Source: an optimization exercise on an open RTL-to-GDS flow (aim: small area, a short achievable clock period and few clock cycles per item). Production flows keep margins and buffers that such runs may drop.
Only simulation tests tie the RTL to the original design; equivalence was not proved.
The clock cells of runs 3 to 5 come from the design's own scripts or RTL, not from TritonCTS.
The flow treats the clock pin as an ideal source. Dropping or thinning the clock tree relies on that and would not hold on a real chip.

`flow/design.v`:
```
package des_types_pkg;
	typedef logic [64-1:0]  block_t;
	typedef logic [32-1:0]   half_t;
	typedef logic [28-1:0]     cd_t;
	typedef logic [48-1:0] subkey_t;
	typedef logic [4-1:0]  round_t;
	typedef union packed {
		logic [5:0] raw;
		struct packed {
			logic       row_hi;
			logic [3:0] column;
			logic       row_lo;
		} fields;
	} sbox_in_u;
endpackage
package des_tables_pkg;
	localparam logic [64*8-1:0] IP_TAB = {
		8'd6, 8'd14, 8'd22, 8'd30, 8'd38, 8'd46, 8'd54, 8'd62, 8'd4, 8'd12, 8'd20, 8'd28, 8'd36, 8'd44, 8'd52, 8'd60,
		8'd2, 8'd10, 8'd18, 8'd26, 8'd34, 8'd42, 8'd50, 8'd58, 8'd0, 8'd8, 8'd16, 8'd24, 8'd32, 8'd40, 8'd48, 8'd56,
		8'd7, 8'd15, 8'd23, 8'd31, 8'd39, 8'd47, 8'd55, 8'd63, 8'd5, 8'd13, 8'd21, 8'd29, 8'd37, 8'd45, 8'd53, 8'd61,
		8'd3, 8'd11, 8'd19, 8'd27, 8'd35, 8'd43, 8'd51, 8'd59, 8'd1, 8'd9, 8'd17, 8'd25, 8'd33, 8'd41, 8'd49, 8'd57
	};
	function automatic integer ip_tab(input integer i);
		ip_tab = {24'd0, IP_TAB[8*(64-1-i) +: 8]};
	endfunction
	localparam logic [64*8-1:0] FP_TAB = {
		8'd24, 8'd56, 8'd16, 8'd48, 8'd8, 8'd40, 8'd0, 8'd32, 8'd25, 8'd57, 8'd17, 8'd49, 8'd9, 8'd41, 8'd1, 8'd33,
		8'd26, 8'd58, 8'd18, 8'd50, 8'd10, 8'd42, 8'd2, 8'd34, 8'd27, 8'd59, 8'd19, 8'd51, 8'd11, 8'd43, 8'd3, 8'd35,
		8'd28, 8'd60, 8'd20, 8'd52, 8'd12, 8'd44, 8'd4, 8'd36, 8'd29, 8'd61, 8'd21, 8'd53, 8'd13, 8'd45, 8'd5, 8'd37,
		8'd30, 8'd62, 8'd22, 8'd54, 8'd14, 8'd46, 8'd6, 8'd38, 8'd31, 8'd63, 8'd23, 8'd55, 8'd15, 8'd47, 8'd7, 8'd39
	};
	function automatic integer fp_tab(input integer i);
		fp_tab = {24'd0, FP_TAB[8*(64-1-i) +: 8]};
	endfunction
	localparam logic [48*8-1:0] E_TAB = {
		8'd0, 8'd31, 8'd30, 8'd29, 8'd28, 8'd27, 8'd28, 8'd27, 8'd26, 8'd25, 8'd24, 8'd23, 8'd24, 8'd23, 8'd22, 8'd21,
		8'd20, 8'd19, 8'd20, 8'd19, 8'd18, 8'd17, 8'd16, 8'd15, 8'd16, 8'd15, 8'd14, 8'd13, 8'd12, 8'd11, 8'd12, 8'd11,
		8'd10, 8'd9, 8'd8, 8'd7, 8'd8, 8'd7, 8'd6, 8'd5, 8'd4, 8'd3, 8'd4, 8'd3, 8'd2, 8'd1, 8'd0, 8'd31
	};
	function automatic integer e_tab(input integer i);
		e_tab = {24'd0, E_TAB[8*(48-1-i) +: 8]};
	endfunction
	localparam logic [32*8-1:0] P_TAB = {
		8'd16, 8'd25, 8'd12, 8'd11, 8'd3, 8'd20, 8'd4, 8'd15, 8'd31, 8'd17, 8'd9, 8'd6, 8'd27, 8'd14, 8'd1, 8'd22,
		8'd30, 8'd24, 8'd8, 8'd18, 8'd0, 8'd5, 8'd29, 8'd23, 8'd13, 8'd19, 8'd2, 8'd26, 8'd10, 8'd21, 8'd28, 8'd7
	};
	function automatic integer p_tab(input integer i);
		p_tab = {24'd0, P_TAB[8*(32-1-i) +: 8]};
	endfunction
	localparam logic [56*8-1:0] PC1_TAB = {
		8'd7, 8'd15, 8'd23, 8'd31, 8'd39, 8'd47, 8'd55, 8'd63, 8'd6, 8'd14, 8'd22, 8'd30, 8'd38, 8'd46, 8'd54, 8'd62,
		8'd5, 8'd13, 8'd21, 8'd29, 8'd37, 8'd45, 8'd53, 8'd61, 8'd4, 8'd12, 8'd20, 8'd28, 8'd1, 8'd9, 8'd17, 8'd25,
		8'd33, 8'd41, 8'd49, 8'd57, 8'd2, 8'd10, 8'd18, 8'd26, 8'd34, 8'd42, 8'd50, 8'd58, 8'd3, 8'd11, 8'd19, 8'd27,
		8'd35, 8'd43, 8'd51, 8'd59, 8'd36, 8'd44, 8'd52, 8'd60
	};
	function automatic integer pc1_tab(input integer i);
		pc1_tab = {24'd0, PC1_TAB[8*(56-1-i) +: 8]};
	endfunction
	localparam logic [48*8-1:0] PC2_TAB = {
		8'd42, 8'd39, 8'd45, 8'd32, 8'd55, 8'd51, 8'd53, 8'd28, 8'd41, 8'd50, 8'd35, 8'd46, 8'd33, 8'd37, 8'd44, 8'd52,
		8'd30, 8'd48, 8'd40, 8'd49, 8'd29, 8'd36, 8'd43, 8'd54, 8'd15, 8'd4, 8'd25, 8'd19, 8'd9, 8'd1, 8'd26, 8'd16,
		8'd5, 8'd11, 8'd23, 8'd8, 8'd12, 8'd7, 8'd17, 8'd0, 8'd22, 8'd3, 8'd10, 8'd14, 8'd6, 8'd20, 8'd27, 8'd24
	};
	function automatic integer pc2_tab(input integer i);
		pc2_tab = {24'd0, PC2_TAB[8*(48-1-i) +: 8]};
	endfunction
	localparam logic [15:0] SHIFT_TWO = 16'b0111111011111100;
	function automatic logic shift_two(input logic [3:0] i);
		shift_two = SHIFT_TWO[i];
	endfunction
	localparam logic [512*4-1:0] SBOX_TAB = {
		4'd11, 4'd6, 4'd5, 4'd3, 4'd0, 4'd9, 4'd12, 4'd15, 4'd13, 4'd8, 4'd10, 4'd4, 4'd7, 4'd14, 4'd1, 4'd2,
		4'd8, 4'd5, 4'd3, 4'd15, 4'd13, 4'd10, 4'd6, 4'd0, 4'd2, 4'd14, 4'd12, 4'd9, 4'd1, 4'd4, 4'd11, 4'd7,
		4'd2, 4'd9, 4'd14, 4'd0, 4'd11, 4'd6, 4'd5, 4'd12, 4'd4, 4'd7, 4'd3, 4'd10, 4'd8, 4'd13, 4'd15, 4'd1,
		4'd7, 4'd12, 4'd0, 4'd5, 4'd14, 4'd3, 4'd9, 4'd10, 4'd1, 4'd11, 4'd15, 4'd6, 4'd4, 4'd8, 4'd2, 4'd13,
		4'd12, 4'd3, 4'd2, 4'd14, 4'd15, 4'd0, 4'd5, 4'd9, 4'd7, 4'd10, 4'd4, 4'd1, 4'd8, 4'd13, 4'd11, 4'd6,
		4'd2, 4'd9, 4'd5, 4'd0, 4'd8, 4'd6, 4'd15, 4'd10, 4'd14, 4'd7, 4'd3, 4'd12, 4'd13, 4'd11, 4'd4, 4'd1,
		4'd6, 4'd8, 4'd15, 4'd2, 4'd12, 4'd5, 4'd3, 4'd14, 4'd10, 4'd1, 4'd9, 4'd4, 4'd7, 4'd11, 4'd0, 4'd13,
		4'd1, 4'd6, 4'd10, 4'd5, 4'd7, 4'd9, 4'd12, 4'd3, 4'd13, 4'd8, 4'd0, 4'd15, 4'd14, 4'd2, 4'd11, 4'd4,
		4'd13, 4'd8, 4'd0, 4'd6, 4'd7, 4'd1, 4'd14, 4'd11, 4'd10, 4'd15, 4'd5, 4'd9, 4'd12, 4'd2, 4'd3, 4'd4,
		4'd6, 4'd11, 4'd13, 4'd1, 4'd10, 4'd4, 4'd0, 4'd7, 4'd3, 4'd12, 4'd8, 4'd2, 4'd5, 4'd15, 4'd14, 4'd9,
		4'd8, 4'd3, 4'd11, 4'd0, 4'd14, 4'd13, 4'd1, 4'd6, 4'd5, 4'd9, 4'd12, 4'd7, 4'd2, 4'd4, 4'd15, 4'd10,
		4'd11, 4'd5, 4'd7, 4'd14, 4'd4, 4'd3, 4'd13, 4'd0, 4'd8, 4'd6, 4'd2, 4'd9, 4'd15, 4'd10, 4'd1, 4'd12,
		4'd3, 4'd5, 4'd4, 4'd10, 4'd9, 4'd0, 4'd15, 4'd6, 4'd13, 4'd2, 4'd14, 4'd1, 4'd7, 4'd12, 4'd8, 4'd11,
		4'd14, 4'd0, 4'd3, 4'd6, 4'd5, 4'd12, 4'd9, 4'd15, 4'd8, 4'd7, 4'd13, 4'd10, 4'd11, 4'd1, 4'd2, 4'd4,
		4'd6, 4'd8, 4'd9, 4'd3, 4'd10, 4'd15, 4'd0, 4'd5, 4'd1, 4'd13, 4'd7, 4'd4, 4'd12, 4'd2, 4'd11, 4'd14,
		4'd9, 4'd14, 4'd0, 4'd13, 4'd15, 4'd3, 4'd5, 4'd8, 4'd6, 4'd11, 4'd10, 4'd7, 4'd1, 4'd4, 4'd12, 4'd2,
		4'd14, 4'd2, 4'd7, 4'd12, 4'd11, 4'd5, 4'd4, 4'd9, 4'd8, 4'd13, 4'd1, 4'd10, 4'd6, 4'd0, 4'd15, 4'd3,
		4'd4, 4'd8, 4'd2, 4'd5, 4'd14, 4'd3, 4'd1, 4'd15, 4'd13, 4'd7, 4'd11, 4'd12, 4'd0, 4'd9, 4'd6, 4'd10,
		4'd9, 4'd14, 4'd10, 4'd1, 4'd12, 4'd2, 4'd7, 4'd4, 4'd3, 4'd0, 4'd15, 4'd6, 4'd5, 4'd11, 4'd8, 4'd13,
		4'd15, 4'd4, 4'd12, 4'd11, 4'd5, 4'd8, 4'd2, 4'd1, 4'd10, 4'd9, 4'd6, 4'd0, 4'd3, 4'd14, 4'd13, 4'd7,
		4'd12, 4'd2, 4'd5, 4'd11, 4'd3, 4'd14, 4'd15, 4'd4, 4'd7, 4'd8, 4'd9, 4'd6, 4'd0, 4'd13, 4'd10, 4'd1,
		4'd7, 4'd14, 4'd10, 4'd5, 4'd12, 4'd2, 4'd1, 4'd11, 4'd0, 4'd3, 4'd15, 4'd8, 4'd9, 4'd4, 4'd6, 4'd13,
		4'd1, 4'd15, 4'd11, 4'd12, 4'd14, 4'd5, 4'd8, 4'd2, 4'd10, 4'd6, 4'd4, 4'd3, 4'd9, 4'd0, 4'd7, 4'd13,
		4'd8, 4'd2, 4'd4, 4'd11, 4'd7, 4'd12, 4'd13, 4'd1, 4'd5, 4'd15, 4'd3, 4'd6, 4'd14, 4'd9, 4'd0, 4'd10,
		4'd9, 4'd14, 4'd5, 4'd0, 4'd12, 4'd7, 4'd6, 4'd11, 4'd2, 4'd4, 4'd15, 4'd3, 4'd1, 4'd10, 4'd8, 4'd13,
		4'd15, 4'd2, 4'd3, 4'd9, 4'd6, 4'd12, 4'd8, 4'd5, 4'd1, 4'd13, 4'd4, 4'd10, 4'd11, 4'd7, 4'd14, 4'd0,
		4'd5, 4'd11, 4'd9, 4'd6, 4'd10, 4'd1, 4'd0, 4'd12, 4'd14, 4'd8, 4'd2, 4'd15, 4'd7, 4'd4, 4'd13, 4'd3,
		4'd10, 4'd5, 4'd0, 4'd12, 4'd13, 4'd2, 4'd7, 4'd9, 4'd4, 4'd3, 4'd11, 4'd6, 4'd14, 4'd8, 4'd1, 4'd15,
		4'd13, 4'd6, 4'd0, 4'd10, 4'd14, 4'd3, 4'd11, 4'd5, 4'd7, 4'd1, 4'd9, 4'd4, 4'd2, 4'd8, 4'd12, 4'd15,
		4'd0, 4'd5, 4'd10, 4'd3, 4'd7, 4'd9, 4'd12, 4'd15, 4'd11, 4'd2, 4'd6, 4'd13, 4'd8, 4'd14, 4'd1, 4'd4,
		4'd8, 4'd3, 4'd5, 4'd9, 4'd11, 4'd12, 4'd6, 4'd10, 4'd1, 4'd13, 4'd2, 4'd14, 4'd4, 4'd7, 4'd15, 4'd0,
		4'd7, 4'd0, 4'd9, 4'd5, 4'd12, 4'd6, 4'd10, 4'd3, 4'd8, 4'd11, 4'd15, 4'd2, 4'd1, 4'd13, 4'd4, 4'd14
	};
	function automatic logic [3:0] sbox_tab(input logic [2:0] box, input logic [1:0] row, input logic [3:0] column);
		sbox_tab = 4'(SBOX_TAB >> {box, row, column, 2'b00});
	endfunction
endpackage
`timescale 1ns/1ps
module des_core (
	input  logic                   clk,
	input  logic                   rst_n,
	input  logic                   encipher_en,
	input  logic                   decipher_en,
	input  des_types_pkg::block_t  data,
	input  logic [64-1:0]  key,
	output des_types_pkg::block_t  result,
	output logic                   ready,
	output logic                   done
);
	localparam int CW = 28;
	function automatic logic [CW-1:0] rotl(input logic [CW-1:0] x, input int n);
		rotl = (x << n) | (x >> (CW - n));
	endfunction
	function automatic logic [CW-1:0] rotr(input logic [CW-1:0] x, input int n);
		rotr = (x >> n) | (x << (CW - n));
	endfunction
	function automatic des_types_pkg::half_t f_func(input des_types_pkg::half_t r,
	                                                input des_types_pkg::subkey_t k);
		des_types_pkg::subkey_t mixed;
		des_types_pkg::half_t   s_out;
		logic [5:0]             six;
		for (int i = 0; i < 48; i++)
			mixed[48-1-i] = r[des_tables_pkg::e_tab(i)] ^ k[48-1-i];
		for (int b = 0; b < 8; b++) begin
			six = mixed[48-1-6*b -: 6];
			s_out[32-1-4*b -: 4] = des_tables_pkg::sbox_tab(3'(b),
				{six[5], six[0]}, six[4:1]);
		end
		for (int i = 0; i < 32; i++)
			f_func[32-1-i] = s_out[des_tables_pkg::p_tab(i)];
	endfunction
	function automatic des_types_pkg::subkey_t pc2(input logic [CW-1:0] c, input logic [CW-1:0] d);
		logic [2*CW-1:0] cd;
		cd = {c, d};
		for (int i = 0; i < 48; i++)
			pc2[48-1-i] = cd[des_tables_pkg::pc2_tab(i)];
	endfunction
	logic       busy;
	logic       decrypt;
	logic [2:0] cnt;
	logic       start;
	logic       last;
	logic       one;
	logic       three;
	assign start = ~busy & (encipher_en | decipher_en);
	assign last  = (cnt == 3'd7);
	assign one   = (cnt == 3'd0) | (cnt == 3'd7);
	assign three = (cnt == 3'd0) | (cnt == 3'd3);
	always_ff @(posedge clk or negedge rst_n) begin
		if (!rst_n) begin
			busy <= 1'b0;
			done <= 1'b0;
			cnt  <= '0;
		end else begin
			done <= busy & last;
			if (start) begin
				busy <= 1'b1;
				cnt  <= '0;
			end else begin
				cnt <= cnt + 1'b1;
				if (last)
					busy <= 1'b0;
			end
		end
	end
	always_ff @(posedge clk or negedge rst_n) begin
		if (!rst_n)
			ready <= 1'b1;
		else if (start)
			ready <= 1'b0;
		else if (last)
			ready <= 1'b1;
	end
	always_ff @(posedge clk) begin
		if (!busy)
			decrypt <= ~encipher_en;
	end
	logic [2*CW-1:0] cd0;
	logic [CW-1:0]   c_q, d_q;
	logic [CW-1:0]   c_b, d_b;
	des_types_pkg::subkey_t k_a, k_b;
	always_comb begin
		for (int i = 0; i < 2*CW; i++)
			cd0[2*CW-1-i] = key[des_tables_pkg::pc1_tab(i)];
	end
	always_comb begin
		if (decrypt) begin
			c_b = one ? rotr(c_q, 1) : rotr(c_q, 2);
			d_b = one ? rotr(d_q, 1) : rotr(d_q, 2);
		end else begin
			c_b = one ? rotl(c_q, 1) : rotl(c_q, 2);
			d_b = one ? rotl(d_q, 1) : rotl(d_q, 2);
		end
		k_a = pc2(c_q, d_q);
		k_b = pc2(c_b, d_b);
	end
	always_ff @(posedge clk) begin
		if (!busy) begin
			if (encipher_en) begin
				c_q <= rotl(cd0[2*CW-1:CW], 1);
				d_q <= rotl(cd0[CW-1:0], 1);
			end else begin
				c_q <= cd0[2*CW-1:CW];
				d_q <= cd0[CW-1:0];
			end
		end else if (decrypt) begin
			c_q <= three ? rotr(c_q, 3) : rotr(c_q, 4);
			d_q <= three ? rotr(d_q, 3) : rotr(d_q, 4);
		end else begin
			c_q <= three ? rotl(c_q, 3) : rotl(c_q, 4);
			d_q <= three ? rotl(d_q, 3) : rotl(d_q, 4);
		end
	end
	des_types_pkg::block_t    ip_out;
	des_types_pkg::half_t     l_q, r_q;
	des_types_pkg::half_t     r_mid;
	always_comb begin
		for (int i = 0; i < 64; i++)
			ip_out[64-1-i] = data[des_tables_pkg::ip_tab(i)];
	end
	assign r_mid = l_q ^ f_func(r_q, k_a);
	always_ff @(posedge clk) begin
		if (!busy) begin
			l_q <= ip_out[64-1:32];
			r_q <= ip_out[32-1:0];
		end else begin
			l_q <= r_mid;
			r_q <= r_q ^ f_func(r_mid, k_b);
		end
	end
	des_types_pkg::block_t pre_out;
	assign pre_out = {r_q, l_q};
	always_comb begin
		for (int i = 0; i < 64; i++)
			result[64-1-i] = pre_out[des_tables_pkg::fp_tab(i)];
	end
endmodule
```
`flow/flow/run.sh`:
```
#!/bin/bash
# Own layout flow: the standard ORFS flow (standard.sh) with
#  - a copy of the ORFS scripts whose area ABC script (flow/abc_area.script)
#    runs deeper logic optimisation before mapping,
#  - plain buf_1 cells as the port buffers,
#  - a larger setup margin for timing repair.
# make's output goes to standard.log; ORFS keeps each step's log under orfs/logs.
set -euo pipefail
W=$(pwd)
rm -rf "$W/scripts_mod"
cp -r "$FLOW_HOME/scripts" "$W/scripts_mod"
cp "$W/flow/abc_area.script" "$W/scripts_mod/abc_area.script"
bash "$W/standard.sh" "SCRIPTS_DIR=$W/scripts_mod" SETUP_SLACK_MARGIN=4.8 \
	"BUFFER_PORTS_ARGS=-buffer_cell sky130_fd_sc_hd__buf_1" finish > "$W/standard.log" 2>&1
```
`flow/flow/abc_area.script`:
```
strash
&get -n
&deepsyn -T 60
&put
dch -f
map -a
topo
dnsize -c
```
`flow/standard.sh`:
```
#!/bin/bash
# synth_recipe.tcl (not shown) runs the flow's synth.tcl, then flattens the netlist and writes it again
# the make line also repeats each setting of config.mk as NAME=value (left out here)
make -C /OpenROAD-flow-scripts/flow DESIGN_CONFIG=/design/flow/config.mk WORK_HOME=/design/flow/orfs CLKGATE_MAP_FILE= SYNTH_SCRIPT=/design/flow/synth_recipe.tcl "${@:-finish}"
```
`flow/config.mk`:
```
export PLATFORM = sky130hd
export DESIGN_NAME = des_core
export DESIGN_NICKNAME = des_core
export VERILOG_FILES = /design/flow/design.v
export SDC_FILE = /design/flow/constraint.sdc
export NUM_CORES = 4
export LEC_CHECK = 0
export ABC_AREA = 1
export CAP_MARGIN = 20
export CORE_MARGIN = 2
export CORE_UTILIZATION = 45
export PLACE_DENSITY = 0.6
export SETUP_SLACK_MARGIN = 5
export SLEW_MARGIN = 20
```
`flow/constraint.sdc`:
```
create_clock -name core_clock -period 8.0 [get_ports {clk}]
set_input_delay 1.6000 -clock core_clock [delete_from_list [all_inputs] [get_ports {clk}]]
set_output_delay 1.6000 -clock core_clock [all_outputs]
set_load 0.01 [all_outputs]
```
==> impl_metrics.ini, run 1 <==
[layout]
post-route-cell-area_sq_um = 26100
areaGrowthSynthToFinish_pct = 69.8
final_layout_size_suffix_gt1_frac = 0.423
nNetsFinal = 3416
fillCellCount = 2340
post-route-util = 0.776

[worst_hold_path]
min_from = cnt[0]$_DFF_PN0_
hold-path-endpoint = cnt[0]$_DFF_PN0_
min_path_cells = 1
min-delay-path-class = flip-flop to flip-flop

[setup_path]
critical_path_class = flip-flop to flip-flop
end_kind = flip-flop
r2r_slack_ps = 3570
worst_r2r_endpoint = r_q[5]$_DFF_P_
cp_num_buf_inv = 6
worstRegToRegCells = 21
critical-path-top-delay-family = compound AO/OA/AOI/OAI gates
critical_path.reg2reg.startpoint = r_q[4]$_DFF_P_
path_max_fanout = 5
worstPathRequired_ps = 8330
critical-path-top-cell-by-count = a21oi_1
worstPathArrival_ps = 4760
crit_slowest_cell = a21oi_1
crit_path_max_incr_delay_ps = 600
crit_path_start_kind = flip-flop
worstSetupPathDepth = 21
path_cells = or2_4, nand2_4, clkinv_4, ha_4, buf_6, nand2_2, nand2_2, buf_4, a21oi_1, a21oi_4, xnor2_4, buf_12, xor2_4, buf_12, ha_4, a21oi_1, o221ai_2, clkinv_1, o211ai_1, a31oi_1, a21oi_1

[die]
fp-row-count = 67
die_area_sq_um = 35600
chipHeight_um = 189
num_io_pins = 198
floorplan.core_area_sq_um = 33600
initial_utilization = 0.457
die_w_um = 189

[global_routing]
grt_start_max_net_pins = 57
antenna_found_initial = 4
grt-ovfl-total = 0
first_global_vias = 20900
grt_first_pass_wirelength_um = 116000
gr-usage-all-layers = 0.412

[synthesis]
ys.flop_type = dfxtp_1
async_flop_share = 0.0472
yosys_register_bits = 127
post_synth_edffs = 1
synth_seq_area_share = 0.168
netlist-cell-type-count = 48
postSynthNetCount = 2784
netlist_instances = 2531
yosysWarnings = 1
synth.cell_area_sq_um = 15400
synth.avg_cell_area_sq_um = 6.07

[drt]
num_vias = 23400
detailedRoute.firstIterationViolations = 3197
vias_per_cell = 6.44
route.antenna.remaining_nets = 0
first_pass_iters = 9
detail_route.wirelength_um = 82600
drc_errors = 0
wl_per_instance_um = 22.8

[clock_tree]
h_tree_lvl_count = 4
cts-root-buf = clkbuf_16
cts_num_sinks = 127
hold_buffers = 0
cts_buffers = 17
worst_skew_pair_later_pin_latency_ps = 470
clk_path_buf_depth = 2
tritoncts = built
clk_pin_slew_worst_paths_ps = 60

[sta]
max_freq_mhz = 226
timing.final.crit_share = 0.553
rsz0062_at_grt = true
setup_viol_count_final = 0
slew_viol_final = 0
finalSetupTns_ps = 0
final_hold_viol_count = 0
final_period_minus_worst_setup_slack_ps = 4430
worst_slew_pin_slew_ps = 1100
finalWorstSetupSlack_ps = 3570
timing.clock.skew_ps = 21.3
relSlewSlack = 0.269

[run_status]
outcome = no timing/DRC/antenna violations

[flow_run]
max_cap_violations = 0

[placement]
post_place_setup_slack_ps = 1840
dpl-instance-area_sq_um = 17200
post-dp-hpwl_um = 49100
number_of_buffers_inserted_by_port_buffering = 189
place.gp.congestion = 0.984
worst reg2reg max path, delay by kind of cell (launching register included):
kind | cells | cell delay, ps
buf+inv | 6 | 760
compound gates | 7 | 1720
xor+xnor | 2 | 420
simple gates | 4 | 520
flops | 1 | 380
fa+ha+maj | 2 | 500
how the worst max path moves through the flow:
stage                                  from  slack, ps         endpoint
after floorplan           decrypt$_DFFE_PN_       2250  r_q[18]$_DFF_P_
after global placement       r_q[0]$_DFF_P_       1750   r_q[0]$_DFF_P_
after detailed placement     r_q[0]$_DFF_P_       1840   r_q[0]$_DFF_P_
after CTS                   r_q[13]$_DFF_P_       4090   r_q[0]$_DFF_P_
after global routing         r_q[5]$_DFF_P_       3490   r_q[5]$_DFF_P_
final                        r_q[4]$_DFF_P_       3570   r_q[5]$_DFF_P_
layer usage:
| metal | part of all wire | global-route usage | up-vias |
|---|---|---|---|
| met5 | 0 | 0 | - |
| met4 | 0.077 | 0.228 | 0 |
| met3 | 0.12 | 0.0842 | 507 |
| met2 | 0.44 | 0.653 | 1930 |
| met1 | 0.36 | 0.524 | 10800 |
| li1 | - | - | 10100 |
cell families (layout without fill, tap and decap cells):
kind of cell / count (synthesis) / after routing / synth area share
adders and majority gates: 121 / 121 / 0.0985
buffers and inverters: 379 / 1022 / 0.0926
other: 0 / 3 / 0
and+or+nand+nor: 1006 / 1006 / 0.263
xor gates and xnor gates: 105 / 105 / 0.0598
AOI/OAI and AO/OA: 793 / 793 / 0.318
DFF: 127 / 127 / 0.168
layout by cell type (no fill, tap or decap), drive strengths merged, types with 5 or more instances in the layout:
master   synthesis  routed
a211oi          13      13
a21oi          183     183
a221oi          17      17
a22oi           39      39
a311oi           8       8
a31oi           36      36
a32oi            9       9
buf              4     617
clkbuf           0      24
clkinv         375     291
dfrtp            5       5
dfxtp          120     120
ha             121     121
inv              0      85
nand2          377     377
nand3           87      87
nand4            9       9
nor2           452     452
nor3            50      50
o2111ai         19      19
o211ai          32      32
o21ai          243     243
o221ai          24      24
o22ai           96      96
o311ai          15      15
o31ai           22      22
o32ai           12      12
or2             24      24
xnor2           47      47
xor2            58      58
synthesized netlist by cell type, drive strengths merged (15+ instances only):
master,number,share of area
o211ai,32,0.016
a21oi,183,0.060
nand3,87,0.028
xor2,58,0.033
a31oi,36,0.015
or2,24,0.0098
ha,121,0.099
nor3,50,0.016
o311ai,15,0.0085
a221oi,17,0.0097
clkinv,375,0.092
o21ai,243,0.079
xnor2,47,0.027
nor2,452,0.11
o2111ai,19,0.011
o221ai,24,0.014
o22ai,96,0.039
o31ai,22,0.011
nand2,377,0.092
a22oi,39,0.019
dfxtp,120,0.16
metrics by stage:
step | cells | hold WS, ps
2_1_floorplan | 2531 | 440
4_1_cts | 3498 | 476
3_3_place_gp | 3178 | 452
3_5_place_dp | 3178 | 469
6_report | 3625 | 473
5_1_grt | 3622 | 491
cell type report:
class	count	area (sq um)	share of cell area
sequential	127	2730	0.104
inverter	375	2030	0.0778
clock buffer	24	493	0.0189
timing repair buffer	617	4350	0.166
clock inverter	6	57.6	0.00220
multi-input combinational	2025	15900	0.608
tap	448	561	0.0215
antenna	3	7.51	0.000288
registers in the layout, summed over array words and instances (netlist names):
name and flops:
cnt 3, c_q 28, decrypt 1, ready 1, d_q 28, busy 1
done 1, l_q 32, r_q 32
repair_timing:
action | CTS | global route
pin swaps | 261 | 251
endpoints found under the setup margin | 104 | 33
resized for setup | 968 | 389
gates cloned | 0 | 1
setup buffers | 290 | 123
Testbench counts, summed over its fixed seeds: cycles 14,408, items 1,600.
==> run 2: changes to the inputs <==
--- a/flow/design.v
+++ b/flow/design.v
@@ -154,4 +154,5 @@
 	logic       one;
 	logic       three;
+	assign ready = ~busy;
 	assign start = ~busy & (encipher_en | decipher_en);
 	assign last  = (cnt == 3'd7);
@@ -174,12 +175,4 @@
 			end
 		end
-	end
-	always_ff @(posedge clk or negedge rst_n) begin
-		if (!rst_n)
-			ready <= 1'b1;
-		else if (start)
-			ready <= 1'b0;
-		else if (last)
-			ready <= 1'b1;
 	end
 	always_ff @(posedge clk) begin
==> flow/run.sh (new file) <==
#!/bin/bash
# synth_recipe.tcl (not shown) runs the flow's synth.tcl, then flattens the netlist and writes it again
# the make line also repeats each setting of config.mk as NAME=value (left out here)
make -C /OpenROAD-flow-scripts/flow DESIGN_CONFIG=/design/flow/config.mk WORK_HOME=/design/flow/orfs CLKGATE_MAP_FILE= SYNTH_SCRIPT=/design/flow/synth_recipe.tcl finish
removed: flow/flow/run.sh
removed: flow/flow/abc_area.script
removed: flow/standard.sh
==> impl_metrics.ini, run 2 <==
[sta]
timing.clock.skew_ps = 25.8
timing.final.crit_share = 0.393
slew_viol_final = 0
final_period_minus_worst_setup_slack_ps = 3140
worst_slew_pin_slew_ps = 923
rsz0062_at_grt = true
final_hold_viol_count = 0
relSlewSlack = 0.385
setup_viol_count_final = 0
max_freq_mhz = 318
finalSetupTns_ps = 0

[run_status]
outcome = no timing/DRC/antenna violations

[setup_path]
worstPathRequired_ps = 8400
critical-path-top-cell-by-count = nand2_1
critical-path-top-delay-family = simple AND/OR/NAND/NOR gates
path_max_fanout = 6
critical_path_class = flip-flop to flip-flop
end_kind = flip-flop
r2r_slack_ps = 4860
worstRegToRegCells = 28
crit_path_max_incr_delay_ps = 440
worst_r2r_endpoint = r_q[22]$_DFF_P_
crit_slowest_cell = dfxtp_4
cp_num_buf_inv = 4
worstPathArrival_ps = 3540
critPathLaunch = r_q[20]$_DFF_P_
critical_path.reg2reg.startpoint = r_q[20]$_DFF_P_
crit_path_start_kind = flip-flop

[global_routing]
first_global_vias = 23200
grt_first_pass_wirelength_um = 128000
gr-usage-all-layers = 0.374
antenna_found_initial = 3
grt-ovfl-total = 0
grt_start_max_net_pins = 96

[synthesis]
synth_seq_area_share = 0.135
synth_top_area_share = 0.263
synth.avg_cell_area_sq_um = 5.40
postSynthNetCount = 3767
async_flop_share = 0.0397
synth.cell_area_sq_um = 19000
ys.flop_type = dfxtp_1
yosysWarnings = 1
post_synth_edffs = 1
netlist_instances = 3514
synth_area_leaders = nand2_1, nand3_1, dfxtp_1, ha_1, o21ai_0
yosys_register_bits = 126
netlist-cell-type-count = 46
top_cell_types_by_occurrence_after_synthesis = nand2_1, nand3_1, inv_1
yosysTopAreaCell = nand2_1
synth.most_common_cell = nand2_1

[die]
fp-row-count = 75
num_io_pins = 198
initial_utilization = 0.454
die_area_sq_um = 43800
floorplan.core_area_sq_um = 41800
die_w_um = 209
chipHeight_um = 209

[clock_tree]
tritoncts = built
clk_pin_slew_worst_paths_ps = 70
clk_path_buf_depth = 2
cts_num_sinks = 126
cts-root-buf = clkbuf_16
worst_skew_pair_later_pin_latency_ps = 520
h_tree_lvl_count = 4
hold_buffers = 0
cts_buffers = 17

[drt]
vias_per_cell = 5.98
wl_per_instance_um = 20.2
detailedRoute.firstIterationViolations = 3787
route.antenna.remaining_nets = 0
drc_errors = 0
detail_route.wirelength_um = 89500
first_pass_iters = 7
num_vias = 26500

[flow_run]
max_cap_violations = 0

[layout]
layout_top_registers = l_q (32), r_q (32)
areaGrowthSynthToFinish_pct = 49.5
final_layout_size_suffix_gt1_frac = 0.291
nNetsFinal = 4123
mostFrequentLayoutCell = nand2_1
layout_common_cells = nand2_1, nand3_1, inv_1

[worst_hold_path]
min-delay-path-class = flip-flop to flip-flop
min_from = cnt[0]$_DFF_PN0_
hold-path-endpoint = cnt[0]$_DFF_PN0_
min_path_cells = 1

[placement]
place.gp.congestion = 0.959
number_of_buffers_inserted_by_port_buffering = 189
post-dp-hpwl_um = 59000
-- run 2: changes by cell type after synthesis, moves of 39 or more --
cell	delta
nand2_1	+951
nand3_1	+763
clkinv_1	-373
nor2_1	-303
inv_1	+277
a21oi_1	-156
o22ai_1	-96
clkbuf_1	+55
nand2_2	+47
nor3_1	-47
xor2_1	-41
a22oi_1	-39
-- run 2: worst max-delay path by stage --
stage / end / slack, ps / depth (start not counted)
5_1_grt: r_q[30]$_DFF_P_ / 4660 / 23
4_1_cts: r_q[18]$_DFF_P_ / 4890 / 21
2_1_floorplan: r_q[27]$_DFF_P_ / 4990 / 25
6_report: r_q[22]$_DFF_P_ / 4860 / 28
3_3_place_gp: r_q[18]$_DFF_P_ / 3610 / 16
3_5_place_dp: r_q[2]$_DFF_P_ / 3570 / 19
-- run 2: kinds of logic (layout without fill, tap and decap cells) --
kind of cell / after synthesis / count (layout) / synth area share
xor gates and xnor gates: 60 / 60 / 0.0362
adders and majority gates: 121 / 121 / 0.0798
buffers and inverters: 444 / 808 / 0.0982
other: 0 / 1 / 0
DFF: 126 / 126 / 0.135
AOI/OAI and AO/OA: 329 / 329 / 0.0946
and+or+nand+nor: 2434 / 2439 / 0.556
-- run 2: timing repair --
action,4_1_cts,5_1_grt
pin swaps,123,190
endpoints found under the setup margin,121,71
resized for setup,655,480
cloned,9,8
setup buffers,147,113
-- run 2: layer usage --
metal / vias to the layer above / track usage / routed length (um)
met5: - / 0 / 25
met4: 4 / 0.201 / 5680
met3: 320 / 0.0715 / 9020
met2: 1643 / 0.589 / 39700
met1: 12200 / 0.483 / 35000
li1: 12300 / - / -
-- run 2: cell type report --
type                            count  area (sq um)
Clock inverter                     12           110
Timing Repair Buffer              464          4350
Sequential cell                   126          2750
Antenna cell                        1          2.50
Timing Repair inverter              7          68.8
Multi-Input combinational cell   2949         18600
Fill cell                        3629         13400
Inverter                          305          1300
Clock buffer                       20           457
Tap cell                          539           674
-- run 2: through the flow --
step	area, sq um	setup WS [ps]	hold WS, ps	utilization	std cells
finish	28300	4860	501	0.679	4423
global route	28300	4660	535	0.679	4422
CTS	25300	4890	505	0.607	4301
detailed placement	21100	3570	481	0.504	4113
global placement	21100	3610	442	0.504	4113
floorplan	19100	4990	430	-	3514
Testbench counts of run 2, summed over its fixed seeds: cycles 14,408, items 1,600.
==> run 3: changes to the inputs <==
--- a/flow/design.v
+++ b/flow/design.v
@@ -120,43 +120,13 @@
 );
 	localparam int CW = 28;
-	function automatic logic [CW-1:0] rotl(input logic [CW-1:0] x, input int n);
-		rotl = (x << n) | (x >> (CW - n));
-	endfunction
-	function automatic logic [CW-1:0] rotr(input logic [CW-1:0] x, input int n);
-		rotr = (x >> n) | (x << (CW - n));
-	endfunction
-	function automatic des_types_pkg::half_t f_func(input des_types_pkg::half_t r,
-	                                                input des_types_pkg::subkey_t k);
-		des_types_pkg::subkey_t mixed;
-		des_types_pkg::half_t   s_out;
-		logic [5:0]             six;
-		for (int i = 0; i < 48; i++)
-			mixed[48-1-i] = r[des_tables_pkg::e_tab(i)] ^ k[48-1-i];
-		for (int b = 0; b < 8; b++) begin
-			six = mixed[48-1-6*b -: 6];
-			s_out[32-1-4*b -: 4] = des_tables_pkg::sbox_tab(3'(b),
-				{six[5], six[0]}, six[4:1]);
-		end
-		for (int i = 0; i < 32; i++)
-			f_func[32-1-i] = s_out[des_tables_pkg::p_tab(i)];
-	endfunction
-	function automatic des_types_pkg::subkey_t pc2(input logic [CW-1:0] c, input logic [CW-1:0] d);
-		logic [2*CW-1:0] cd;
-		cd = {c, d};
-		for (int i = 0; i < 48; i++)
-			pc2[48-1-i] = cd[des_tables_pkg::pc2_tab(i)];
-	endfunction
 	logic       busy;
 	logic       decrypt;
-	logic [2:0] cnt;
+	logic [3:0] cnt;
 	logic       start;
 	logic       last;
-	logic       one;
-	logic       three;
-	assign ready = ~busy;
+	logic       two;
 	assign start = ~busy & (encipher_en | decipher_en);
-	assign last  = (cnt == 3'd7);
-	assign one   = (cnt == 3'd0) | (cnt == 3'd7);
-	assign three = (cnt == 3'd0) | (cnt == 3'd3);
+	assign last  = (cnt == 4'd15);
+	assign two = ~((cnt == 4'd0) | (cnt == 4'd7) | (cnt == 4'd14));
 	always_ff @(posedge clk or negedge rst_n) begin
 		if (!rst_n) begin
@@ -176,4 +146,12 @@
 		end
 	end
+	always_ff @(posedge clk or negedge rst_n) begin
+		if (!rst_n)
+			ready <= 1'b1;
+		else if (start)
+			ready <= 1'b0;
+		else if (last)
+			ready <= 1'b1;
+	end
 	always_ff @(posedge clk) begin
 		if (!busy)
@@ -182,46 +160,58 @@
 	logic [2*CW-1:0] cd0;
 	logic [CW-1:0]   c_q, d_q;
-	logic [CW-1:0]   c_b, d_b;
-	des_types_pkg::subkey_t k_a, k_b;
+	logic [CW-1:0]   c_n, d_n;
+	logic [2*CW-1:0] cd_q;
+	des_types_pkg::subkey_t subkey;
 	always_comb begin
 		for (int i = 0; i < 2*CW; i++)
 			cd0[2*CW-1-i] = key[des_tables_pkg::pc1_tab(i)];
 	end
-	always_comb begin
-		if (decrypt) begin
-			c_b = one ? rotr(c_q, 1) : rotr(c_q, 2);
-			d_b = one ? rotr(d_q, 1) : rotr(d_q, 2);
+	logic [CW-1:0] c_s, d_s;
+	logic          sel_right, sel_two;
+	assign sel_right = busy & decrypt;
+	assign sel_two   = busy ? two : encipher_en;
+	always_comb begin
+		if (busy) begin
+			c_s = c_q;
+			d_s = d_q;
 		end else begin
-			c_b = one ? rotl(c_q, 1) : rotl(c_q, 2);
-			d_b = one ? rotl(d_q, 1) : rotl(d_q, 2);
-		end
-		k_a = pc2(c_q, d_q);
-		k_b = pc2(c_b, d_b);
+			c_s = {cd0[CW], cd0[2*CW-1:CW+1]};
+			d_s = {cd0[0], cd0[CW-1:1]};
+		end
+		case ({sel_right, sel_two})
+			2'b00: begin c_n = {c_s[CW-2:0], c_s[CW-1]};      d_n = {d_s[CW-2:0], d_s[CW-1]};      end
+			2'b01: begin c_n = {c_s[CW-3:0], c_s[CW-1:CW-2]}; d_n = {d_s[CW-3:0], d_s[CW-1:CW-2]}; end
+			2'b10: begin c_n = {c_s[0], c_s[CW-1:1]};         d_n = {d_s[0], d_s[CW-1:1]};         end
+			default: begin c_n = {c_s[1:0], c_s[CW-1:2]};     d_n = {d_s[1:0], d_s[CW-1:2]};       end
+		endcase
+		cd_q = {c_q, d_q};
+		for (int i = 0; i < 48; i++)
+			subkey[48-1-i] = cd_q[des_tables_pkg::pc2_tab(i)];
 	end
 	always_ff @(posedge clk) begin
-		if (!busy) begin
-			if (encipher_en) begin
-				c_q <= rotl(cd0[2*CW-1:CW], 1);
-				d_q <= rotl(cd0[CW-1:0], 1);
-			end else begin
-				c_q <= cd0[2*CW-1:CW];
-				d_q <= cd0[CW-1:0];
-			end
-		end else if (decrypt) begin
-			c_q <= three ? rotr(c_q, 3) : rotr(c_q, 4);
-			d_q <= three ? rotr(d_q, 3) : rotr(d_q, 4);
-		end else begin
-			c_q <= three ? rotl(c_q, 3) : rotl(c_q, 4);
-			d_q <= three ? rotl(d_q, 3) : rotl(d_q, 4);
-		end
+		c_q <= c_n;
+		d_q <= d_n;
 	end
 	des_types_pkg::block_t    ip_out;
 	des_types_pkg::half_t     l_q, r_q;
-	des_types_pkg::half_t     r_mid;
+	des_types_pkg::subkey_t   mixed;
+	des_types_pkg::half_t     s_out;
+	des_types_pkg::half_t     f_val;
+	logic [5:0]               six;
 	always_comb begin
 		for (int i = 0; i < 64; i++)
 			ip_out[64-1-i] = data[des_tables_pkg::ip_tab(i)];
 	end
-	assign r_mid = l_q ^ f_func(r_q, k_a);
+	always_comb begin
+		for (int i = 0; i < 48; i++)
+			mixed[48-1-i] = r_q[des_tables_pkg::e_tab(i)] ^ subkey[48-1-i];
+		for (int b = 0; b < 8; b++) begin
+			six = mixed[48-1-6*b -: 6];
+			s_out[32-1-4*b -: 4] = des_tables_pkg::sbox_tab(3'(b),
+				{six[5], six[0]}, six[4:1]);
+		end
+		for (int i = 0; i < 32; i++)
+			f_val[32-1-i] = s_out[des_tables_pkg::p_tab(i)];
+	end
 	always_ff @(posedge clk) begin
 		if (!busy) begin
@@ -229,6 +219,6 @@
 			r_q <= ip_out[32-1:0];
 		end else begin
-			l_q <= r_mid;
-			r_q <= r_q ^ f_func(r_mid, k_b);
+			l_q <= r_q;
+			r_q <= l_q ^ f_val;
 		end
 	end
==> flow/flow/run.sh (new file) <==
#!/bin/bash
# Own layout flow: the standard ORFS flow (standard.sh) run on a copy of
# the ORFS scripts with these changes:
#  - the area ABC script (flow/abc_area.script) runs deeper logic
#    optimisation and area mapping; Yosys's adder extraction is off,
#  - CTS builds a two-level inverter clock tree by hand
#    (flow/manual_cts.tcl) instead of TritonCTS's buffer H-tree: four
#    clkinv_16 on the clock port, twelve clkinv_8 leaves, every register
#    behind exactly two inverters,
#  - plain buf_1 cells as the port buffers,
#  - a larger setup margin for timing repair.
# make's output goes to standard.log; ORFS keeps each step's log under orfs/logs.
set -euo pipefail
W=$(pwd)
S="$W/scripts_mod"
rm -rf "$S"
cp -r "$FLOW_HOME/scripts" "$S"
cp "$W/flow/abc_area.script" "$S/abc_area.script"
cp "$W/flow/manual_cts.tcl" "$S/manual_cts.tcl"
python3 - "$S/cts.tcl" <<'PY'
import sys
p = sys.argv[1]
s = open(p).read()
old = 'log_cmd clock_tree_synthesis {*}$cts_args'
assert old in s
s = s.replace(old, 'source $::env(SCRIPTS_DIR)/manual_cts.tcl\n'
    'log_cmd manual_clock_tree clk 4 12 sky130_fd_sc_hd__clkinv_16 sky130_fd_sc_hd__clkinv_8\n'
    'set_propagated_clock [all_clocks]')
open(p, 'w').write(s)
PY
bash "$W/standard.sh" "SCRIPTS_DIR=$S" ADDER_MAP_FILE= SETUP_SLACK_MARGIN=5.5 \
	"BUFFER_PORTS_ARGS=-buffer_cell sky130_fd_sc_hd__buf_1" finish > "$W/standard.log" 2>&1
==> flow/flow/abc_area.script (new file) <==
strash
&get -n
&deepsyn -T 60
&put
dch -f
amap
topo
dnsize -c
==> flow/flow/manual_cts.tcl (new file) <==
# Two-level clock tree built by hand: the clock port drives N1 buffers, each of
# which drives N2/N1 leaf buffers; each leaf buffer drives one group of
# registers. Groups are formed by position (capacity-limited k-means), and
# every register sees the same number of buffers on its clock path.

proc mct_kmeans { pts k } {
  # pts: list of {id x y}; returns list of group indices (balanced sizes)
  set n [llength $pts]
  set sorted [lsort -integer -index 1 $pts]
  set cents {}
  for {set i 0} {$i < $k} {incr i} {
    set s [lindex $sorted [expr {int(($i + 0.5) * $n / $k)}]]
    lappend cents [list [lindex $s 1] [lindex $s 2]]
  }
  set cap [expr {($n + $k - 1) / $k}]
  for {set iter 0} {$iter < 20} {incr iter} {
    set pairs {}
    set i 0
    foreach p $pts {
      for {set c 0} {$c < $k} {incr c} {
        lassign [lindex $cents $c] cx cy
        lappend pairs [list $i $c [expr {abs([lindex $p 1]-$cx) + abs([lindex $p 2]-$cy)}]]
      }
      incr i
    }
    set pairs [lsort -real -index 2 $pairs]
    set assign [lrepeat $n -1]
    set count [lrepeat $k 0]
    foreach q $pairs {
      lassign $q i c d
      if {[lindex $assign $i] >= 0} continue
      if {[lindex $count $c] >= $cap} continue
      lset assign $i $c
      lset count $c [expr {[lindex $count $c] + 1}]
    }
    set newc {}
    for {set c 0} {$c < $k} {incr c} {
      set sx 0; set sy 0; set m 0
      foreach p $pts a $assign { if {$a == $c} { set sx [expr {$sx + [lindex $p 1]}]; set sy [expr {$sy + [lindex $p 2]}]; incr m } }
      if {$m > 0} { lappend newc [list [expr {$sx / $m}] [expr {$sy / $m}]] } else { lappend newc [lindex $cents $c] }
    }
    set cents $newc
  }
  return [list $assign $cents]
}

proc mct_buffer { block master name x y innet } {
  set inst [odb::dbInst_create $block $master $name]
  $inst setLocation [expr {int($x)}] [expr {int($y)}]
  $inst setPlacementStatus PLACED
  $inst setSourceType TIMING
  set net [odb::dbNet_create $block "${name}_net"]
  $net setSigType CLOCK
  [$inst findITerm A] connect $innet
  set o [$inst findITerm X]; if {$o eq "NULL" || $o eq ""} { set o [$inst findITerm Y] }; $o connect $net
  return $net
}

proc manual_clock_tree { clkname n1 n2 buf1 buf2 } {
  set block [ord::get_db_block]
  set db [ord::get_db]
  set clknet [$block findNet $clkname]
  $clknet setSigType CLOCK
  set sinks {}
  set pts {}
  set i 0
  foreach it [$clknet getITerms] {
    set inst [$it getInst]
    lassign [$inst getLocation] x y
    set m [$inst getMaster]
    set x [expr {$x + [$m getWidth] / 2}]
    set y [expr {$y + [$m getHeight] / 2}]
    lappend sinks $it
    lappend pts [list $i $x $y]
    incr i
  }
  lassign [mct_kmeans $pts $n2] a2 c2
  set lpts {}
  for {set c 0} {$c < $n2} {incr c} { lappend lpts [list $c {*}[lindex $c2 $c]] }
  lassign [mct_kmeans $lpts $n1] a1 c1
  set m1 [$db findMaster $buf1]
  set m2 [$db findMaster $buf2]
  set nets1 {}
  for {set c 0} {$c < $n1} {incr c} {
    lassign [lindex $c1 $c] x y
    lappend nets1 [mct_buffer $block $m1 "clkbuf_l1_$c" $x $y $clknet]
  }
  set nets2 {}
  for {set c 0} {$c < $n2} {incr c} {
    lassign [lindex $c2 $c] x y
    lappend nets2 [mct_buffer $block $m2 "clkbuf_l2_$c" $x $y [lindex $nets1 [lindex $a1 $c]]]
  }
  foreach it $sinks a $a2 {
    $it disconnect
    $it connect [lindex $nets2 $a]
  }
}
==> flow/standard.sh (new file) <==
#!/bin/bash
# synth_recipe.tcl (not shown) runs the flow's synth.tcl, then flattens the netlist and writes it again
# the make line also repeats each setting of config.mk as NAME=value (left out here)
make -C /OpenROAD-flow-scripts/flow DESIGN_CONFIG=/design/flow/config.mk WORK_HOME=/design/flow/orfs CLKGATE_MAP_FILE= SYNTH_SCRIPT=/design/flow/synth_recipe.tcl "${@:-finish}"
removed: flow/run.sh
==> impl_metrics.ini, run 3 <==
[run_status]
outcome = no timing/DRC/antenna violations

[drt]
first_pass_iters = 5
detailedRoute.firstIterationViolations = 802
num_vias = 10800
wl_per_instance_um = 18.4
drc_errors = 0
route.antenna.remaining_nets = 0
vias_per_cell = 6.00
detail_route.wirelength_um = 33000

[die]
chipHeight_um = 139
die_w_um = 139
floorplan.core_area_sq_um = 17900
num_io_pins = 198
fp-row-count = 49
die_area_sq_um = 19300
initial_utilization = 0.457

[placement]
number_of_buffers_inserted_by_port_buffering = 189
post-place-cells = 1680
dpl-instance-area_sq_um = 9330
post-dp-hpwl_um = 20100
post_place_setup_slack_ps = 4760
place.gp.congestion = 0.958

[synthesis]
yosysWarnings = 1
synth_area_leaders = dfxtp_1, nor2_1, o21ai_0, o22ai_1, a21oi_1
synth_top_area_share = 0.294
ys.flop_type = dfxtp_1
async_flop_share = 0.0547
synth_seq_area_share = 0.319
netlist-cell-type-count = 40
postSynthNetCount = 1389
netlist_instances = 1257
synth.most_common_cell = nor2_1
synth.cell_area_sq_um = 8180
yosys_register_bits = 128
yosysTopAreaCell = dfxtp_1
synth.avg_cell_area_sq_um = 6.51
top_cell_types_by_occurrence_after_synthesis = nor2_1, o21ai_0, o22ai_1
post_synth_edffs = 1

[setup_path]
end_kind = flip-flop
worstPathArrival_ps = 2560
critical_path_class = input port to flip-flop
crit_path_start_kind = input port
worstPathRequired_ps = 7990
path_max_fanout = 8

[layout]
final_layout_size_suffix_gt1_frac = 0.234
post-route-cell-area_sq_um = 11700
nNetsFinal = 1700
fillCellCount = 1670
multi_input_gate_area_in_the_final_layout_sq_um = 6360
mostFrequentLayoutCell = nor2_1
layout_common_cells = nor2_1, buf_1, o21ai_0
instances_no_fill = 1796
final-seq-area_sq_um = 2640
post-route-util = 0.652
layout_top_registers = l_q (32), r_q (32)
areaGrowthSynthToFinish_pct = 42.7

[sta]
rsz0062_at_grt = true
slew_viol_final = 0
relSlewSlack = 0.377
minimum_hold_slack_ps = 462
finalWorstSetupSlack_ps = 5430
finalSetupTns_ps = 0
worst_slew_pin_slew_ps = 925
final_period_minus_worst_setup_slack_ps = 2570
max_freq_mhz = 389
final_hold_viol_count = 0
timing.clock.skew_ps = 12.1
timing.final.crit_share = 0.321
setup_viol_count_final = 0

[global_routing]
grt_first_pass_wirelength_um = 46500
grt_start_max_net_pins = 142
first_global_vias = 9251
grt-ovfl-total = 0
antenna_found_initial = 2
gr-usage-all-layers = 0.286

[worst_hold_path]
min-delay-path-class = flip-flop to flip-flop

[flow_run]
max_cap_violations = 0

[clock_tree]
hold_buffers = 0
clk_pin_slew_worst_paths_ps = 50
worst_skew_pair_later_pin_latency_ps = 140
==> run 3: cell types whose count changed in the layout (fill, tap and decap cells not counted), sizes merged, moves of 31 or more <==
cell,previous run,this run
inv,302,41
o21ai,244,171
a21oi,28,89
clkdlybuf4s50,124,0
nand3,860,2
clkinv,10,75
nor2,151,356
xnor2,35,4
o22ai,0,124
nand2,1384,85
nor3,3,39
dlygate4sd2,57,0
ha,121,0
==> run 3: kinds of logic (layout without fill, tap and decap cells) <==
| family | after synthesis | in the layout | share of synthesized area |
|---|---|---|---|
| AND/OR/NAND/NOR | 511 | 520 | 0.250 |
| AO/OA/AOI/OAI | 487 | 487 | 0.359 |
| flip-flops | 128 | 128 | 0.319 |
| buffers and inverters | 112 | 412 | 0.0514 |
| XOR/XNOR | 19 | 19 | 0.0203 |
| other | 0 | 1 | 0 |
==> run 3: per-layer routing <==
metal  up-vias  share of wire  track usage
li1       5176              -            -
met1      5004           0.42        0.383
met2       508           0.48        0.481
met3        92          0.071       0.0445
met4         2          0.033       0.0760
met5         -        0.00036            0
==> run 3: final timing paths <==
| path | start | to | slack (ps) | depth (start not counted) |
|---|---|---|---|---|
| worst max-delay path | encipher_en | c_q[4]$_DFF_P_ | 5430 | 7 |
| worst min-delay path | cnt[0]$_DFF_PN0_ | cnt[0]$_DFF_PN0_ | 460 | 1 |
| worst max register to register | r_q[29]$_DFF_P_ | r_q[1]$_DFF_P_ | 5440 | 14 |
| worst min register to register | cnt[0]$_DFF_PN0_ | cnt[0]$_DFF_PN0_ | 460 | 1 |
| max in group asynchronous | rst_n | ready$_DFFE_PN1P_ | 6330 | 1 |
| min in group asynchronous | rst_n | cnt[1]$_DFF_PN0_ | 1360 | 1 |
==> run 3: worst max-delay path, cell delays in order <==
cell and delay (ps):
buf_8 100, o21ai_4 170, buf_12 150, nand2b_4 240
nor2_1 80, nor2_1 100, o21ai_0 110
==> run 3: timing repair <==
item	in CTS	in global routing
resized for setup	170	203
gates cloned	4	5
pin swaps	26	105
endpoints found under the hold margin	0	0
setup endpoints to repair	89	88
setup buffers	23	67
==> run 3: final cells by class <==
type / instances / share of cell area
multi-input cells: 1026 / 0.545
flip-flops and latches: 128 / 0.226
repair buffers: 284 / 0.127
inverters: 112 / 0.0495
clock inverters: 16 / 0.0270
well taps: 229 / 0.0246
diodes: 1 / 0.000214
Testbench counts of run 3, summed over its fixed seeds: cycles 27,208, items 1,600.
==> run 4: changes to the inputs <==
--- a/flow/design.v
+++ b/flow/design.v
@@ -214,12 +214,9 @@
 			f_val[32-1-i] = s_out[des_tables_pkg::p_tab(i)];
 	end
+	des_types_pkg::half_t l_sel;
+	assign l_sel = busy ? l_q : ip_out[32-1:0];
 	always_ff @(posedge clk) begin
-		if (!busy) begin
-			l_q <= ip_out[64-1:32];
-			r_q <= ip_out[32-1:0];
-		end else begin
-			l_q <= r_q;
-			r_q <= l_q ^ f_val;
-		end
+		l_q <= busy ? r_q : ip_out[64-1:32];
+		r_q <= l_sel ^ (f_val & {32{busy}});
 	end
 	des_types_pkg::block_t pre_out;
--- a/flow/flow/run.sh
+++ b/flow/flow/run.sh
@@ -6,5 +6,5 @@
 #  - CTS builds a two-level inverter clock tree by hand
 #    (flow/manual_cts.tcl) instead of TritonCTS's buffer H-tree: four
-#    clkinv_16 on the clock port, twelve clkinv_8 leaves, every register
+#    inv_8 on the clock port, twelve inv_6 leaves, every register
 #    behind exactly two inverters,
 #  - plain buf_1 cells as the port buffers,
@@ -25,5 +25,5 @@
 assert old in s
 s = s.replace(old, 'source $::env(SCRIPTS_DIR)/manual_cts.tcl\n'
-    'log_cmd manual_clock_tree clk 4 12 sky130_fd_sc_hd__clkinv_16 sky130_fd_sc_hd__clkinv_8\n'
+    'log_cmd manual_clock_tree clk 4 12 sky130_fd_sc_hd__inv_8 sky130_fd_sc_hd__inv_6\n'
     'set_propagated_clock [all_clocks]')
 open(p, 'w').write(s)
==> flow/flow/abc_area.script (replaced) <==
strash
&get -n
&deepsyn -T 60
&put
dch -f
amap
topo
stime -c
buffer -c
upsize -c
dnsize -c
--- a/flow/config.mk
+++ b/flow/config.mk
@@ -7,8 +7,8 @@
 export LEC_CHECK = 0
 export ABC_AREA = 1
+export ABC_CLOCK_PERIOD_IN_PS = 2000
 export CAP_MARGIN = 20
 export CORE_MARGIN = 2
 export CORE_UTILIZATION = 45
 export PLACE_DENSITY = 0.6
-export SETUP_SLACK_MARGIN = 5
 export SLEW_MARGIN = 20
==> impl_metrics.ini, run 4 <==
[layout]
final_layout_size_suffix_gt1_frac = 0.171
fillCellCount = 1915
antenna_cells_inserted = 0
mostFrequentLayoutCell = nor2_1
nNetsFinal = 1652
layout_top_registers = l_q (32), r_q (32)
layout_common_cells = nor2_1, buf_1, o22ai_1
post-route-util = 0.565
areaGrowthSynthToFinish_pct = 23.3

[global_routing]
grt-ovfl-total = 0
first_global_vias = 8628
grt_first_pass_wirelength_um = 46400
grt_start_max_net_pins = 101
antenna_found_initial = 0
gr-usage-all-layers = 0.286

[clock_tree]
hold_buffers = 0
worst_skew_pair_later_pin_latency_ps = 130
clk_pin_slew_worst_paths_ps = 80

[synthesis]
synthMuxAreaShare = 0
yosys.area_share.simple = 0.248
postSynthNetCount = 1463
synth.avg_cell_area_sq_um = 6.42
xor_xnor_portion_of_the_synthesized_cell_area = 0
synth.most_common_cell = nor2_1
yosysTopAreaCell = dfxtp_1
synth_top_family_by_area = compound AO/OA/AOI/OAI gates
synth-compound-area-share = 0.371
yosys_register_bits = 128
yosysWarnings = 1
ys.flop_type = dfxtp_1
top_cell_types_by_occurrence_after_synthesis = nor2_1, o21ai_0, o22ai_1
netlist-cell-type-count = 59
netlist_instances = 1331
post_synth_edffs = 1
async_flop_share = 0.0547
synth_top_area_share = 0.281
synth_fa_ha_area_frac = 0
synth.cell_area_sq_um = 8550
synth_area_leaders = dfxtp_1, nor2_1, o22ai_1, o21ai_0, nand2_1
synth_seq_area_share = 0.305

[sta]
max_freq_mhz = 395
rsz0062_at_grt = true
final_period_minus_worst_setup_slack_ps = 2530
final_hold_viol_count = 0
minimum_hold_slack_ps = 451
setup_viol_count_final = 0
timing.clock.skew_ps = 17.9
finalWorstSetupSlack_ps = 5470
timing.final.crit_share = 0.316
worst_slew_pin_slew_ps = 964
relSlewSlack = 0.350
slew_viol_final = 0
finalSetupTns_ps = 0

[drt]
wl_per_instance_um = 18.0
topRoutingLayerUsed = met4
route.met3.wl_um = 2170
drc_errors = 0
num_vias = 10300
vias_per_cell = 5.89
detail_route.wirelength_um = 31600
detailedRoute.firstIterationViolations = 869
met1Wirelength_um = 14500
route.met2.wl_um = 14000
first_pass_iters = 5
route.antenna.remaining_nets = 0

[die]
num_io_pins = 198
initial_utilization = 0.459
die_w_um = 142
floorplan.core_area_sq_um = 18600
chipHeight_um = 142
die_area_sq_um = 20100
fp-row-count = 50

[setup_path]
path_cells = buf_8, o21ai_4, buf_6, nand2b_4, nor2_1, nor2_1, o21ai_0
end_kind = flip-flop
worstPathRequired_ps = 7990
crit_path_start_kind = input port
worstPathArrival_ps = 2520
cp_num_buf_inv = 2
critical_path_class = input port to flip-flop
path_max_fanout = 7
critical-path-top-delay-family = simple AND/OR/NAND/NOR gates
crit_path_max_incr_delay_ps = 230
crit_slowest_cell = nand2b_4
critical-path-top-cell-by-count = nor2_1

[placement]
post_place_setup_slack_ps = 4630
place.gp.congestion = 0.984
post-dp-hpwl_um = 21800
number_of_buffers_inserted_by_port_buffering = 189

[flow_run]
max_cap_violations = 0

[run_status]
outcome = no timing/DRC/antenna violations

[worst_hold_path]
min-delay-path-class = flip-flop to flip-flop
## run 4: cell count changes in the layout (fill, tap and decap cells not counted), sizes merged, moves of 12 or more
cell,previous run,this run
nand2,85,116
a21oi,89,56
inv,41,121
o21ai,171,215
xor2,15,0
buf,284,217
o22ai,124,153
clkinvlp,12,0
clkinv,75,2
## run 4: final timing paths
check	from	endpoint	slack [ps]	cells after the start
max in group asynchronous	rst_n	ready$_DFFE_PN1P_	6330	1
min in group asynchronous	rst_n	done$_DFF_PN0_	1360	1
setup / recovery	encipher_en	c_q[24]$_DFF_P_	5470	7
hold reg to reg	cnt[0]$_DFF_PN0_	cnt[0]$_DFF_PN0_	450	1
hold / removal	cnt[0]$_DFF_PN0_	cnt[0]$_DFF_PN0_	450	1
setup reg to reg	busy$_DFFE_PN0P_	c_q[12]$_DFF_P_	5560	5
## run 4: cell type report
class | count | area [sq um] | area share
Clock inverter | 16 | 150 | 0.0142
Multi-Input combinational cell | 1050 | 6090 | 0.578
Inverter | 107 | 419 | 0.0398
Timing Repair Buffer | 217 | 963 | 0.0914
Sequential cell | 128 | 2630 | 0.249
Tap cell | 234 | 293 | 0.0278
## run 4: kinds of logic (layout without fill, tap and decap cells)
group / count (synthesis) / count (layout)
simple gates: 525 / 534
buf+inv: 162 / 340
flops: 128 / 128
compound gates: 516 / 516
## run 4: per-layer routing
| layer | vias to the layer above | GRT usage |
|---|---|---|
| met5 | - | 0 |
| met4 | 0 | 0.0711 |
| met3 | 53 | 0.0246 |
| met2 | 451 | 0.441 |
| met1 | 4680 | 0.429 |
| li1 | 5130 | - |
## run 4: timing repair
action / CTS / global route
setup buffers: 5 / 20
gates resized for setup: 45 / 179
pin swaps: 2 / 87
setup endpoints to repair: 106 / 87
gates cloned: 7 / 2
## run 4: stage by stage
step                      std cells  area (sq um)
final                          1752         10500
after CTS                      1730          9780
after global placement         1702          9340
after floorplan                1331          8580
after global routing           1752         10500
after detailed placement       1702          9340
Testbench counts of run 4, summed over its fixed seeds: cycles 27,208, items 1,600.
==> run 5: changes to the inputs <==
--- a/flow/flow/run.sh
+++ b/flow/flow/run.sh
@@ -29,4 +29,4 @@
 open(p, 'w').write(s)
 PY
-bash "$W/standard.sh" "SCRIPTS_DIR=$S" ADDER_MAP_FILE= SETUP_SLACK_MARGIN=5.5 \
+bash "$W/standard.sh" "SCRIPTS_DIR=$S" ADDER_MAP_FILE= SETUP_SLACK_MARGIN=5.35 \
 	"BUFFER_PORTS_ARGS=-buffer_cell sky130_fd_sc_hd__buf_1" finish > "$W/standard.log" 2>&1
==> impl_metrics.ini, run 5 <==
[die]
initial_utilization = 0.459
die_w_um = 142
num_io_pins = 198
chipHeight_um = 142

[sta]
setup_viol_count_final = 0
final_period_minus_worst_setup_slack_ps = 2700
final_hold_viol_count = 0
timing.clock.skew_ps = 29.2
relSlewSlack = 0.443
worst_slew_pin_slew_ps = 827
finalSetupTns_ps = 0
rsz0062_at_grt = true
slew_viol_final = 0
timing.final.crit_share = 0.337
finalWorstSetupSlack_ps = 5300

[synthesis]
synth_seq_area_share = 0.305
synth.cell_area_sq_um = 8550
post_synth_edffs = 1
async_flop_share = 0.0547
top_cell_types_by_occurrence_after_synthesis = nor2_1, o21ai_0, o22ai_1
yosysWarnings = 1
ys.flop_type = dfxtp_1
synth_top_area_share = 0.281
yosysTopAreaCell = dfxtp_1
synth.avg_cell_area_sq_um = 6.42
postSynthNetCount = 1463
synth.most_common_cell = nor2_1
synth_area_leaders = dfxtp_1, nor2_1, o22ai_1, o21ai_0, nand2_1
netlist_instances = 1331

[drt]
drc_errors = 0
vias_per_cell = 5.96
detailedRoute.firstIterationViolations = 1091
detail_route.wirelength_um = 32600
wl_per_instance_um = 18.6
route.antenna.remaining_nets = 0

[global_routing]
grt-ovfl-total = 0
grt_first_pass_wirelength_um = 46800
antenna_found_initial = 0
grt_start_max_net_pins = 99
first_global_vias = 8798

[placement]
dpl-instance-area_sq_um = 9340
post_place_setup_slack_ps = 4590
number_of_buffers_inserted_by_port_buffering = 189

[layout]
layout_common_cells = nor2_1, buf_1, o21ai_0
areaGrowthSynthToFinish_pct = 19.6
nNetsFinal = 1648
fillCellCount = 1976
mostFrequentLayoutCell = nor2_1

[worst_hold_path]
min-delay-path-class = flip-flop to flip-flop

[run_status]
outcome = no timing/DRC/antenna violations

[clock_tree]
hold_buffers = 0
clk_pin_slew_worst_paths_ps = 80
worst_skew_pair_later_pin_latency_ps = 140

[setup_path]
worstPathRequired_ps = 7990
critical_path_class = input port to flip-flop
critical-path-top-delay-family = simple AND/OR/NAND/NOR gates
path_max_fanout = 7
cp_num_buf_inv = 1
path_cells = clkbuf_2, o21ai_4, nand2b_2, nor2_1, nor2_1, o21ai_0
crit_path_start_kind = input port
crit_path_max_incr_delay_ps = 350

[flow_run]
max_cap_violations = 0
[run 5: cell families after synthesis]
family                 after synthesis  share of synthesized area
buffers and inverters              162                     0.0760
and+or+nand+nor                    525                      0.248
DFF                                128                      0.305
AOI/OAI and AO/OA                  516                      0.371
[run 5: worst register-to-register path, cell delays in order (launching register included)]
cell and delay (ps):
dfxtp_2 350, inv_4 90, nor2_2 60, a21oi_4 250, inv_2 100, buf_4 160, nor2_2 220, nor2_2 110
nor2_4 160, o22ai_4 90, nor2b_4 140, or3_1 320, a21oi_2 120, o21ai_1 90, nor2_1 130, a21oi_1 50
[run 5: area by class of cell]
type                       instances  area (sq um)  share of cell area
multi-input combinational       1053          5840               0.571
tap                              234           293              0.0286
timing repair buffer             210           912              0.0892
inverter                         107           412              0.0403
sequential                       128          2620               0.256
clock inverter                    16           150              0.0147
[run 5: worst paths after layout]
check	slack, ps	from	cells after the start	to
min in group asynchronous	1360	rst_n	1	done$_DFF_PN0_
worst min-delay path	460	cnt[0]$_DFF_PN0_	1	cnt[0]$_DFF_PN0_
worst min register to register	460	cnt[0]$_DFF_PN0_	1	cnt[0]$_DFF_PN0_
max in group asynchronous	6330	rst_n	1	ready$_DFFE_PN1P_
worst max register to register	5410	r_q[28]$_DFF_P_	15	r_q[15]$_DFF_P_
worst max-delay path	5300	encipher_en	6	d_q[26]$_DFF_P_
[run 5: repair_timing]
item | CTS | global route
endpoints found under the setup margin | 83 | 85
pin swaps | 1 | 16
gates cloned | 3 | 9
setup buffers | 3 | 16
gates resized for setup | 19 | 106
[run 5: routing by layer]
| metal | vias to the layer above | GRT usage | wire length (um) |
|---|---|---|---|
| met3 | 82 | 0.0452 | 2990 |
| met4 | 0 | 0.0842 | 1300 |
| met5 | - | 0 | 0 |
| li1 | 5126 | - | - |
| met2 | 546 | 0.433 | 13800 |
| met1 | 4660 | 0.423 | 14500 |
[run 5: through the flow]
step | util | std cells
2_1_floorplan | - | 1331
3_3_place_gp | 0.501 | 1701
3_5_place_dp | 0.501 | 1701
4_1_cts | 0.517 | 1723
5_1_grt | 0.548 | 1748
6_report | 0.548 | 1748

static timing again, ports no longer ideal:
No port has a modelled driver above. Below, the same layouts with a new extraction and two added sets of constraints.
Step 1: set_driving_cell puts a clkbuf_16 on clk and a buf_2 on each other input, an assumption about the parent block.
Step 2 times the ports against the registers' clock, not the clock port: input delays grow and output delays shrink by t, the midpoint of the rising clock arrivals with the driver on.
Three values: ideal, step 1, step 2; two values: the first two.
| run | t, ns | setup WS [ns] | hold slack, ns | clock arrival spread, ns |
|---|---|---|---|---|
| run 1 | 0.502 | 3.572 / 3.572 / 3.572 | 0.473 / 0.473 / 0.473 | 0.021 / 0.021 |
| run 2 | 0.563 | 4.857 / 4.857 / 4.792 | 0.501 / 0.501 / 0.501 | 0.026 / 0.026 |
| run 3 | 0.345 | 5.430 / 5.388 / 5.261 | 0.462 / 0.462 / 0.462 | 0.012 / 0.014 |
| run 4 | 0.259 | 5.469 / 5.464 / 5.309 | 0.451 / 0.451 / 0.451 | 0.018 / 0.022 |
| run 5 | 0.261 | 5.301 / 5.411 / 5.151 | 0.457 / 0.457 / 0.457 | 0.029 / 0.033 |
After both steps setup and hold are still met in every run listed. The setup slack of run 3, which loses most, moves by -0.042 ns with the drivers and by -0.169 ns with both steps.
